This is an optimization exercise on Yosys and OpenROAD, whose aim is small area, a short achievable clock period and few clock cycles per item, not a production implementation. Only simulation tests tie the RTL to the original design; equivalence was not proved.

// sptc_ctrl
module sptc_ctrl (
  input  logic                 reset,
  input  logic                 clk,
  input  logic                 load_valid,
  input  logic                 load_target,
  input  logic [7:0][7:0]      load_data,
  input  logic [3:0][1:0]      load_index,
  input  logic                 start,
  output logic [1:0]           state,
  output logic                 result_valid,
  output logic [2:0]           result_row,
  output logic [7:0][31:0]     result_data
);
  logic [3:0][7:0]      a_val [8];
  logic [3:0][1:0]      a_idx [8];
  logic [7:0][7:0][7:0] b_mem;
  logic [2:0] pa_q, pb_q;
  logic       ready, load_wr, go, wr_a, wr_b;
  logic [3:0] oc_q;        
  logic [3:0] nk;          
  logic       v3_q, h3_q;  
  logic [2:0]       nr;
  logic [3:0][7:0]  rd_a;
  logic [3:0][1:0]  rd_idx;
  logic [3:0][3:0]  e_one, e_two, e_neg;
  logic [3:0][3:0][7:0] x_nxt;
  logic [3:0][3:0]      s1_one, s1_two, s1_neg;
  logic [3:0][3:0][7:0] s1_x;
  logic [3:0][17:0] c_nxt;
  logic [3:0][17:0] lo_q;
  logic [7:0][17:0] c_q;
  assign ready   = ~state[1];
  ...
clock: 8.0 ns
lec_check: 0
abc_clock_period_in_ps: 3200
cap_margin: 20
cell_pad_in_sites_detail_placement: 1
cell_pad_in_sites_global_placement: 1
core_margin: 2
core_utilization: 50
cts_cluster_diameter: 60
cts_cluster_size: 22
place_density: 0.65
setup_slack_margin: 4.8
slew_margin: 20
run.sh (not shown) runs the stock make flow with config.mk's settings and CLKGATE_MAP_FILE= SYNTH_SCRIPT=/design/flow/synth_recipe.tcl, a recipe that flattens the netlist after the stock synthesis.
Testbench counts at the start, summed over its fixed seeds: cycles 10,240, jobs 320.
Edit:
--- a/flow/config.mk
+++ b/flow/config.mk
@@ -12,6 +12,4 @@
 export CORE_MARGIN = 2
-export CORE_UTILIZATION = 50
-export CTS_CLUSTER_DIAMETER = 60
-export CTS_CLUSTER_SIZE = 22
-export PLACE_DENSITY = 0.65
+export CORE_UTILIZATION = 60
+export PLACE_DENSITY = 0.75
 export SETUP_SLACK_MARGIN = 4.8
What happened:
- The new run stopped in 5_1_grt with GRT-0232
- synthesized area stays the same
- synthesized cell count is unchanged
Edit:
--- a/flow/config.mk
+++ b/flow/config.mk
@@ -12,5 +12,5 @@
 export CORE_MARGIN = 2
-export CORE_UTILIZATION = 60
-export PLACE_DENSITY = 0.75
-export SETUP_SLACK_MARGIN = 4.8
+export CORE_UTILIZATION = 50
+export PLACE_DENSITY = 0.65
+export SETUP_SLACK_MARGIN = 5.0
 export SLEW_MARGIN = 20
Result: The new run went through all stages and came out clean; synthesized cell count is unchanged; area after synthesis does not change.
Edit:
--- a/flow/config.mk
+++ b/flow/config.mk
@@ -13,4 +13,6 @@
 export CORE_UTILIZATION = 50
+export CTS_CLUSTER_DIAMETER = 45
+export CTS_CLUSTER_SIZE = 16
 export PLACE_DENSITY = 0.65
-export SETUP_SLACK_MARGIN = 5.0
+export SETUP_SLACK_MARGIN = 4.8
 export SLEW_MARGIN = 20
Worst setup slack improved by 0.0074 ns; die area does not change; routed wire length shrinks by a few percent.

* * *

Starting RTL as in the previous note.
Settings: LEC_CHECK=0, ABC_CLOCK_PERIOD_IN_PS=3200, CAP_MARGIN=20, CELL_PAD_IN_SITES_DETAIL_PLACEMENT=1, CELL_PAD_IN_SITES_GLOBAL_PLACEMENT=1, CORE_MARGIN=2, CORE_UTILIZATION=50, PLACE_DENSITY=0.65, SETUP_SLACK_MARGIN=4.8, SLEW_MARGIN=20; clock period 8.0 ns.
Testbench counts at the start, summed over its fixed seeds: cycles 10,240, jobs 320.
==> next run, changes <==
--- a/flow/config.mk
+++ b/flow/config.mk
@@ -12,4 +12,4 @@
 export CORE_MARGIN = 2
-export CORE_UTILIZATION = 50
-export PLACE_DENSITY = 0.65
+export CORE_UTILIZATION = 30
+export PLACE_DENSITY = 0.45
 export SETUP_SLACK_MARGIN = 4.8
What happened: The new run finished with timing, DRC and antenna clean. Final cell count came out higher by 16%. Hold slack improves by 0.0055 ns. First-iteration DRC count came out lower by 30%. Wire length came out higher by 8.6%. Synthesized area does not change. Cell area came out higher by 3.2%.

[port drivers added, routing unchanged]
The results above use ideal ports. As a check the final layouts listed here were re-extracted and re-timed, cells and wires unchanged.
Step 1 sets driving cells, clkbuf_16 on the clock port and buf_2 on the other inputs (assumed; they add their load-dependent delay and slew).
Step 2, shift: input delay + t, output delay - t, t = (earliest + latest rising clock arrival at the registers) / 2. This alone moves slack from input paths to output paths.
Slacks: ideal ports / drivers / drivers and shift; pairs: ideal ports / drivers.
run	t, ns	setup slack, ns	hold slack, ns	slew at the worst register clock pin (ns)	worst slew at a driven data input, ns
the first run of note 1	0.915	4.473 / 4.473 / 3.910	0.345 / 0.345 / 0.345	0.09 / 0.09	0.24
the third run of note 1	0.921	4.498 / 4.498 / 3.984	0.345 / 0.345 / 0.345	0.07 / 0.07	0.23
the fourth run of note 1	0.941	4.505 / 4.505 / 3.911	0.328 / 0.328 / 0.328	0.07 / 0.07	0.24
the first run of note 2	0.926	4.528 / 4.528 / 3.897	0.339 / 0.339 / 0.339	0.07 / 0.07	0.25
the second run of note 2	0.971	4.443 / 4.443 / 3.854	0.344 / 0.344 / 0.344	0.07 / 0.07	0.17
After both steps setup and hold are still met in every run listed. The setup slack of the first run of note 2, which loses most, moves by 0.000 ns with the drivers and by -0.631 ns with both steps.
